This design comes from an exercise in tuning for small area on the open sky130 flow, not from production work. Function was checked by simulation only, so behaviour that the tests miss may differ from the original. Power and IR drop assume default switching activity.

== epsilon ==
Design commandTimers, start of the top module:
module commandTimers
(
    input  wire logic                         clk,
    input  wire logic                         arstN,
    input  wire logic                         ioInAck,
    output logic                              ioInReq,
    input  wire logic [3:0]                   minorOpcodeIn,
    input  wire logic [3:0]                   registerDestIn,
    input  wire logic [16-1:0] dataAddrIn,
    input  wire logic [16-1:0] dataIn,
    output logic      [8-1:0]      timerOutAck,
    input  wire logic [8-1:0]      timerOutReq,
    output logic [8*5-1:0]        resultOut
);
For scale: about 360 flip-flops, about 100 I/O pins, about 0.012 mm² of cells after synthesis.
==> flow/config.mk <==
export PLATFORM = sky130hd
export DESIGN_NAME = commandTimers
export DESIGN_NICKNAME = commandTimers
export VERILOG_FILES = /design/flow/design.v
export SDC_FILE = /design/flow/constraint.sdc
export NUM_CORES = 4
export LEC_CHECK = 0
export CAP_MARGIN = 20
export CORE_MARGIN = 2
export CORE_UTILIZATION = 70
export CTS_BUF_LIST = sky130_fd_sc_hd__clkbuf_8
export CTS_CLUSTER_DIAMETER = 60
export CTS_CLUSTER_SIZE = 18
export SLEW_MARGIN = 20
==> flow/constraint.sdc <==
create_clock -name core_clock -period 7.0 [get_ports {clk}]
set_input_delay 1.4000 -clock core_clock [delete_from_list [all_inputs] [get_ports {clk}]]
set_output_delay 1.4000 -clock core_clock [all_outputs]
set_load 0.01 [all_outputs]
standard.sh (not shown) runs the stock make flow with config.mk's settings and CLKGATE_MAP_FILE= SYNTH_SCRIPT=/design/flow/synth_recipe.tcl, a recipe that flattens the netlist after the stock synthesis.
==> flow/flow/run.sh <==
#!/bin/bash
# The standard layout with three changes:
#  - synthesis maps the logic with ABC's area-oriented mapper (amap) instead
#    of the delay-oriented script; registers, passes and naming are unchanged
#  - single-drive port buffers
#  - a clock tree of mid-size buffers without dummy loads
set -euo pipefail
work=$PWD

# A copy of ORFS's scripts that differs only in the ABC area script
rm -rf "$work/scripts"
cp -r "$FLOW_HOME/scripts" "$work/scripts"
printf 'strash\ndc2\ndch -f\namap\ntopo\nstime -c\ndnsize -c\n' > "$work/scripts/abc_area.script"

export BUFFER_PORTS_ARGS="-buffer_cell sky130_fd_sc_hd__buf_1"
export CTS_ARGS="-sink_clustering_enable -repair_clock_nets -buf_list sky130_fd_sc_hd__clkbuf_8 -sink_clustering_size 18 -sink_clustering_max_diameter 60 -dont_use_dummy_load"

bash standard.sh SCRIPTS_DIR="$work/scripts" ABC_AREA=1 synth > "$work/synth.log" 2>&1
bash standard.sh finish > "$work/layout.log" 2>&1
Completing all stages was not enough for epsilon: its layout failed the final checks because of negative setup slack.
Input changes introduced in gamma (baseline for comparison: epsilon):
==> flow/run.sh (new file) <==
#!/bin/bash
# synth_recipe.tcl (not shown) runs the flow's synth.tcl, then flattens the netlist and writes it again
# the make line also repeats each setting of config.mk as NAME=value (left out here)
make -C /OpenROAD-flow-scripts/flow DESIGN_CONFIG=/design/flow/config.mk WORK_HOME=/design/flow/orfs CLKGATE_MAP_FILE= SYNTH_SCRIPT=/design/flow/synth_recipe.tcl finish
--- a/flow/config.mk
+++ b/flow/config.mk
@@ -8,7 +8,4 @@
 export CAP_MARGIN = 20
 export CORE_MARGIN = 2
-export CORE_UTILIZATION = 70
-export CTS_BUF_LIST = sky130_fd_sc_hd__clkbuf_8
-export CTS_CLUSTER_DIAMETER = 60
-export CTS_CLUSTER_SIZE = 18
+export CORE_UTILIZATION = 40
 export SLEW_MARGIN = 20
removed: flow/flow/run.sh
removed: flow/standard.sh
==> summary.txt <==
gamma: full flow OK, the timing, DRC and antenna checks passed. Of gamma and epsilon, the run reporting the lower met1 track demand over resource was gamma. Taking epsilon as the reference point, the global placement routability congestion of gamma rises by about 0.8%. From epsilon to gamma the numbers moved as follows: number of cells on the worst reg-to-reg path lower, number of CTS-inserted buffers higher, minimum setup slack after placement higher.

---

The RTL this note starts from:
==> flow/design.v <==
`default_nettype none
package commandTimersPkg;
    typedef enum logic [1:0] {
        opCheck = 2'b00,
        opWait  = 2'b01,
        opClear = 2'b10,
        opSet   = 2'b11
    } timerOp_e;
    typedef struct packed {
        logic                            isStore;
        logic                            cmdBit;
        logic [$clog2(8)-1:0] select;
        logic                            prescale;
        logic [27-1:0]     waitTime;
        logic [3:0]                      regDest;
    } timerCmd_t;
    typedef struct packed {
        logic [3:0]  regDest;
        logic [31:0] data;
    } timerResult_t;
endpackage
`default_nettype wire
`default_nettype none
module commandTimers
(
    input  wire logic                         clk,
    input  wire logic                         arstN,
    input  wire logic                         ioInAck,
    output logic                              ioInReq,
    input  wire logic [3:0]                   minorOpcodeIn,
    input  wire logic [3:0]                   registerDestIn,
    input  wire logic [16-1:0] dataAddrIn,
    input  wire logic [16-1:0] dataIn,
    output logic      [8-1:0]      timerOutAck,
    input  wire logic [8-1:0]      timerOutReq,
    output logic [8*5-1:0]        resultOut
);
    localparam int NT = 8;
    logic [2:0]  phase;
    logic [15:0] lowHalf;
    logic        cmdValid;
    logic        pStore;
    logic        pBusy;      
    logic [2:0]  pSel;
    logic [3:0]  pTag;
    logic        beatFire;
    logic        highFire;
    logic        setWrite;
    logic [2:0]  sel;
    logic [26:0] waitTime;
    logic        prescale;
    logic [31:0] scaledWait;
    logic        waitOk;
    logic [11:0] highBits;   
    logic        late;       
    logic [2:0]  ringSel;
    logic [26:0] ringWait;
    logic        ringPrescale;
    logic [31:0] ringScaled;
    logic        ringWrite;
    logic [2:0]  ringPos;
    logic [2:0]  ringUntil;
    logic [2:0]  untilPass;
    logic [31:0] passSpan;
    logic        nearIn;
    logic [2:0]  lastLoIn;
    logic [27:0]   ring [NT];
    logic [2:0]    lastLo [NT];
    logic [NT-1:0] near;       
    logic [NT-1:0] busy;
    logic [NT-1:0] waitPending;
    logic [NT-1:0] slotTag0, slotTag1, slotTag2, slotTag3;
    logic [NT-1:0] slotData;
    logic [NT-1:0] ready;
    logic [NT-1:0] accept;
    assign ioInReq  = !cmdValid;
    assign beatFire = ioInAck && !cmdValid;
    assign highFire = beatFire && dataAddrIn[0];
    assign setWrite = highFire && minorOpcodeIn[2];
    assign sel      = dataIn[14:12];
    assign waitTime = {dataIn[10:0], lowHalf};
    assign prescale = dataIn[11];
    assign scaledWait = prescale ? {waitTime, 5'd0} : {5'd0, waitTime};
    assign waitOk = prescale ? ((waitTime != '0) && (!waitTime[26] || (waitTime[25:0] == '0)))
                             : (waitTime[26:1] != '0);
    assign untilPass = sel - phase - 3'd1;
    assign nearIn = (scaledWait[31:4] == '0) && ({1'b0, scaledWait[3:0]} <= {2'b0, untilPass} + 5'd1);
    assign lastLoIn = phase + scaledWait[2:0];
    assign ringSel = late ? pSel : sel;
    assign ringWait = {late ? highBits[10:0] : dataIn[10:0], lowHalf};
    assign ringPrescale = late ? highBits[11] : dataIn[11];
    assign ringScaled = ringPrescale ? {ringWait, 5'd0} : {5'd0, ringWait};
    assign ringPos = phase + 3'd1 - ringSel;
    assign ringWrite = late || (setWrite && !ringPos[0]);
    assign ringUntil = 3'd0 - ringPos;
    assign passSpan = ringScaled - 32'(ringUntil) - 32'd2 - 32'(late);
    always_ff @(posedge clk) begin
        highBits <= dataIn[11:0];
        late     <= setWrite && ringPos[0];
    end
    always_ff @(posedge clk or negedge arstN) begin
        if (!arstN) begin
            phase <= '0;
        end else begin
            phase <= phase + 3'd1;
        end
    end
    always_ff @(posedge clk) begin
        if (beatFire && !dataAddrIn[0]) begin
            lowHalf <= dataIn;
        end
    end
    always_ff @(posedge clk) begin
        if (!cmdValid) begin
            pStore <= minorOpcodeIn[2];
            pBusy  <= dataIn[15] && (!minorOpcodeIn[2] || waitOk);
            pSel   <= sel;
            pTag   <= registerDestIn;
        end
    end
    always_ff @(posedge clk or negedge arstN) begin
        if (!arstN) begin
            cmdValid <= 1'b0;
        end else if (highFire) begin
            cmdValid <= 1'b1;
        end else if (accept != '0) begin
            cmdValid <= 1'b0;
        end
    end
    for (genvar s = 0; s < NT; s++) begin : genRing
        always_ff @(posedge clk) begin
            if ((s % 2 == 0) && ringWrite && (ringPos == 3'(s))) begin
                ring[s] <= passSpan[30:3];
            end else if (s == 1) begin
                ring[s] <= ring[0] - 28'd1;
            end else begin
                ring[s] <= ring[(s + NT - 1) % NT];
            end
        end
    end
    for (genvar i = 0; i < NT; i++) begin : genTimer
        assign ready[i]  = pStore || (!timerOutAck[i] && !waitPending[i]);
        assign accept[i] = cmdValid && (pSel == 3'(i)) && ready[i];
        always_ff @(posedge clk) begin
            if (setWrite && (sel == 3'(i))) begin
                lastLo[i] <= lastLoIn;
            end
        end
        always_ff @(posedge clk) begin
            if (setWrite && (sel == 3'(i))) begin
                near[i] <= nearIn;
            end else if (phase == 3'(i)) begin
                near[i] <= (ring[0] == '0);
            end
        end
        always_ff @(posedge clk or negedge arstN) begin
            if (!arstN) begin
                busy[i] <= 1'b0;
            end else if (accept[i] && pStore) begin
                busy[i] <= pBusy;
            end else if (near[i] && (phase == lastLo[i])) begin
                busy[i] <= 1'b0;
            end
        end
        always_ff @(posedge clk or negedge arstN) begin
            if (!arstN) begin
                waitPending[i] <= 1'b0;
            end else if (accept[i] && !pStore && pBusy) begin
                waitPending[i] <= 1'b1;
            end else if (!busy[i]) begin
                waitPending[i] <= 1'b0;
            end
        end
        always_ff @(posedge clk or negedge arstN) begin
            if (!arstN) begin
                timerOutAck[i] <= 1'b0;
            end else if (timerOutAck[i]) begin
                timerOutAck[i] <= !timerOutReq[i];
            end else begin
                timerOutAck[i] <= (accept[i] && !pStore && !pBusy) || (waitPending[i] && !busy[i]);
            end
        end
        always_ff @(posedge clk) begin
            if (accept[i] && !pStore) begin
                {slotTag3[i], slotTag2[i], slotTag1[i], slotTag0[i]} <= pTag;
                slotData[i] <= !pBusy && busy[i];
            end
        end
        assign resultOut[i*5 +: 5] = {slotTag3[i], slotTag2[i], slotTag1[i], slotTag0[i], slotData[i]};
    end
endmodule
`default_nettype wire
clock: 7.0 ns
lec_check: 0
cap_margin: 20
core_margin: 2
core_utilization: 60
cts_buf_list: sky130_fd_sc_hd__clkbuf_16
cts_cluster_diameter: 80
cts_cluster_size: 30
slew_margin: 20
run.sh (not shown) runs the stock make flow with config.mk's settings and CLKGATE_MAP_FILE= SYNTH_SCRIPT=/design/flow/synth_recipe.tcl, a recipe that flattens the netlist after the stock synthesis.
Stock flow here: none of the scripts above is used.
Rerun with:
==> flow/flow/run.sh (new file) <==
#!/bin/bash
# The standard layout, with single-drive port buffers and a clock tree
# built from mid-size buffers without dummy loads.
set -euo pipefail
export BUFFER_PORTS_ARGS="-buffer_cell sky130_fd_sc_hd__buf_1"
export CTS_ARGS="-sink_clustering_enable -repair_clock_nets -buf_list sky130_fd_sc_hd__clkbuf_8 -sink_clustering_size 18 -sink_clustering_max_diameter 60 -dont_use_dummy_load"
bash standard.sh > standard.log 2>&1
==> flow/standard.sh (new file) <==
#!/bin/bash
# synth_recipe.tcl (not shown) runs the flow's synth.tcl, then flattens the netlist and writes it again
# the make line also repeats each setting of config.mk as NAME=value (left out here)
make -C /OpenROAD-flow-scripts/flow DESIGN_CONFIG=/design/flow/config.mk WORK_HOME=/design/flow/orfs CLKGATE_MAP_FILE= SYNTH_SCRIPT=/design/flow/synth_recipe.tcl "${@:-finish}"
- CAP_MARGIN: 20 -> 0
- CTS_BUF_LIST: sky130_fd_sc_hd__clkbuf_16 -> sky130_fd_sc_hd__clkbuf_8
- CTS_CLUSTER_DIAMETER: 80 -> 60
- CTS_CLUSTER_SIZE: 30 -> 18
- SLEW_MARGIN: 20 -> 0
removed: flow/run.sh
The new run completed without violations.
Via count is lower by 1.6%.
Clock skew goes up by 0.018 ns.
Die area does not change.
Non-clock buffer count went down by 3.
Cell count hardly moves.
Worst setup slack gains 0.38 ns.
Routed wire length barely changes.
Rerun with:
==> flow/run.sh (new file) <==
#!/bin/bash
# synth_recipe.tcl (not shown) runs the flow's synth.tcl, then flattens the netlist and writes it again
# the make line also repeats each setting of config.mk as NAME=value (left out here)
make -C /OpenROAD-flow-scripts/flow DESIGN_CONFIG=/design/flow/config.mk WORK_HOME=/design/flow/orfs CLKGATE_MAP_FILE= SYNTH_SCRIPT=/design/flow/synth_recipe.tcl finish
- CAP_MARGIN: 0 -> 20
- SLEW_MARGIN: 0 -> 20
removed: flow/flow/run.sh
removed: flow/standard.sh
After rerunning:
- clock-buffer cell count went up by 1
- cell area is higher by 4.1%
- global-route usage went up by 0.17 points
- utilization rises by 2.7 points
Rerun with:
==> flow/flow/run.sh (new file) <==
#!/bin/bash
# The standard layout, with single-drive port buffers and a clock tree
# built from mid-size buffers without dummy loads.
set -euo pipefail
export BUFFER_PORTS_ARGS="-buffer_cell sky130_fd_sc_hd__buf_1"
export CTS_ARGS="-sink_clustering_enable -repair_clock_nets -buf_list sky130_fd_sc_hd__clkbuf_8 -sink_clustering_size 18 -sink_clustering_max_diameter 60 -dont_use_dummy_load"
bash standard.sh > standard.log 2>&1
==> flow/standard.sh (new file) <==
#!/bin/bash
# synth_recipe.tcl (not shown) runs the flow's synth.tcl, then flattens the netlist and writes it again
# the make line also repeats each setting of config.mk as NAME=value (left out here)
make -C /OpenROAD-flow-scripts/flow DESIGN_CONFIG=/design/flow/config.mk WORK_HOME=/design/flow/orfs CLKGATE_MAP_FILE= SYNTH_SCRIPT=/design/flow/synth_recipe.tcl "${@:-finish}"
- CORE_UTILIZATION: 60 -> 75
removed: flow/run.sh
Outcome: Clock-buffer cell count fell by 2; non-clock buffer count drops by 5; worst setup slack is better by 0.28 ns; first-iteration DRC count grows by 86%; hold slack improves by 0.0098 ns; final area is lower by 4.6%; clock power is lower by 6.5%.
Rerun with:
- CORE_UTILIZATION: 75 -> 60
What happened: Count of clock-buffer cells in the layout climbs by 1. Global-route usage drops by 7.3 points. Critical path depth drops by 1. Routed wire length drops by 4.4%.
Rerun with:
==> flow/run.sh (new file) <==
#!/bin/bash
# synth_recipe.tcl (not shown) runs the flow's synth.tcl, then flattens the netlist and writes it again
# the make line also repeats each setting of config.mk as NAME=value (left out here)
make -C /OpenROAD-flow-scripts/flow DESIGN_CONFIG=/design/flow/config.mk WORK_HOME=/design/flow/orfs CLKGATE_MAP_FILE= SYNTH_SCRIPT=/design/flow/synth_recipe.tcl finish
- CTS_BUF_LIST: sky130_fd_sc_hd__clkbuf_8 -> sky130_fd_sc_hd__clkbuf_4
- CTS_CLUSTER_DIAMETER: 60 -> not set
- CTS_CLUSTER_SIZE: 18 -> not set
removed: flow/flow/run.sh
removed: flow/standard.sh
What happened:
- The changed run completed without violations
- total power grows by 18%
- setup slack loses 0.22 ns
- sequential cell count is unchanged
- register-to-register slack loses 0.03 ns

---

Another version of the RTL of commandTimers (not shown whole).
Size in the first run: about 1,000 cells after synthesis, roughly 360 flip-flops, roughly 100 I/O pins.
export LEC_CHECK = 0
export CAP_MARGIN = 20
export CORE_MARGIN = 2
export CORE_UTILIZATION = 60
export CTS_BUF_LIST = sky130_fd_sc_hd__clkbuf_8
export CTS_CLUSTER_DIAMETER = 60
export CTS_CLUSTER_SIZE = 18
export SLEW_MARGIN = 20
create_clock -name core_clock -period 7.0 [get_ports {clk}]
standard.sh (not shown) runs the stock make flow with config.mk's settings and CLKGATE_MAP_FILE= SYNTH_SCRIPT=/design/flow/synth_recipe.tcl, a recipe that flattens the netlist after the stock synthesis.
==> flow/flow/run.sh <==
#!/bin/bash
# The standard layout, with single-drive port buffers and a clock tree
# built from mid-size buffers without dummy loads.
set -euo pipefail
export BUFFER_PORTS_ARGS="-buffer_cell sky130_fd_sc_hd__buf_1"
export CTS_ARGS="-sink_clustering_enable -repair_clock_nets -buf_list sky130_fd_sc_hd__clkbuf_4 -sink_clustering_size 10 -sink_clustering_max_diameter 40 -dont_use_dummy_load"
bash standard.sh > standard.log 2>&1
The first run finished but fails on setup timing.
Change:
==> flow/flow/run.sh (replaced) <==
#!/bin/bash
# The standard layout, with single-drive port buffers and a clock tree
# built from mid-size buffers without dummy loads.
set -euo pipefail
export BUFFER_PORTS_ARGS="-buffer_cell sky130_fd_sc_hd__buf_1"
export CTS_ARGS="-sink_clustering_enable -repair_clock_nets -buf_list sky130_fd_sc_hd__clkbuf_8 -sink_clustering_size 18 -sink_clustering_max_diameter 60 -dont_use_dummy_load"
bash standard.sh > standard.log 2>&1
CORE_UTILIZATION = 75   (was 60)
After rerunning: The new run ran to the end with violations: setup timing; utilization grows by 17 points; total power barely changes; wire length increases by about 4.5%; first-iteration DRC count goes up by 100%; worst setup slack gets worse by 0.15 ns; die area came out lower by 19%; sequential share of layout area climbs by 0.39 points.
Change:
CORE_UTILIZATION = 60   (was 75)
The new run completed, yet does not pass: setup timing.
Critical path depth is unchanged.
Worst hold slack loses 0.011 ns.
Non-clock buffer count grows by 1.
Total power stays flat.
Cell count grows by 4.1%.
Via count shrinks by 5.6%.
Design area grows by 0.71%.
Die area grows by 24%.
Utilization shrinks by 17 points.
Synthesized area does not change.
Register-to-register slack gains 0.09 ns.

## separate check: timing with driven ports
Ports are ideal in the flow. The routed layouts listed here were re-timed in OpenROAD.
Step 1, drivers: a clkbuf_16 drives clk and a buf_2 each remaining input, both assumed.
Step 2, shift: input delay + t, output delay - t, t = (earliest + latest rising clock arrival at the registers) / 2. This alone moves slack from input paths to output paths.
a / b / c = ideal ports / drivers / drivers and shift; a / b = the first two.
| run | shift t [ns] | setup WS [ns] | worst hold slack (ns) | worst setup path at the end | worst slew at a driven data input, ns |
|---|---|---|---|---|---|
| epsilon | 0.585 | -0.926 / -0.937 / -1.521 | 0.291 / 0.291 / 0.291 | input to register | 0.07 |
| gamma | 0.556 | 1.151 / 1.174 / 0.618 | 0.320 / 0.320 / 0.320 | input to register | 0.09 |
| the first run of note 2 | 0.550 | 1.105 / 1.129 / 0.579 | 0.325 / 0.325 / 0.325 | input to register | 0.07 |
| the second run of note 2 | 0.595 | 1.481 / 1.481 / 0.982 | 0.302 / 0.302 / 0.302 | input to register | 0.07 |
| the third run of note 2 | 0.605 | 1.196 / 1.217 / 0.613 | 0.319 / 0.319 / 0.319 | input to register | 0.07 |
| the fourth run of note 2 | 0.585 | 1.479 / 1.501 / 0.916 | 0.329 / 0.329 / 0.329 | input to register | 0.07 |
| the fifth run of note 2 | 0.595 | 1.481 / 1.481 / 0.982 | 0.302 / 0.302 / 0.302 | input to register | 0.07 |
| the sixth run of note 2 | 0.707 | 1.265 / 1.282 / 0.575 | 0.301 / 0.301 / 0.301 | input to register | 0.08 |
| the first run of note 3 | 0.674 | -0.645 / -0.637 / -1.312 | 0.315 / 0.315 / 0.315 | input to register | 0.06 |
| the second run of note 3 | 0.564 | -0.798 / -0.801 / -1.365 | 0.327 / 0.327 / 0.327 | input to register | 0.08 |
| the third run of note 3 | 0.595 | -0.755 / -0.745 / -1.339 | 0.316 / 0.316 / 0.316 | input to register | 0.06 |
For the sixth run of note 2, which loses most, drivers alone change the setup slack by +0.017 ns; drivers and shift together by -0.690 ns.
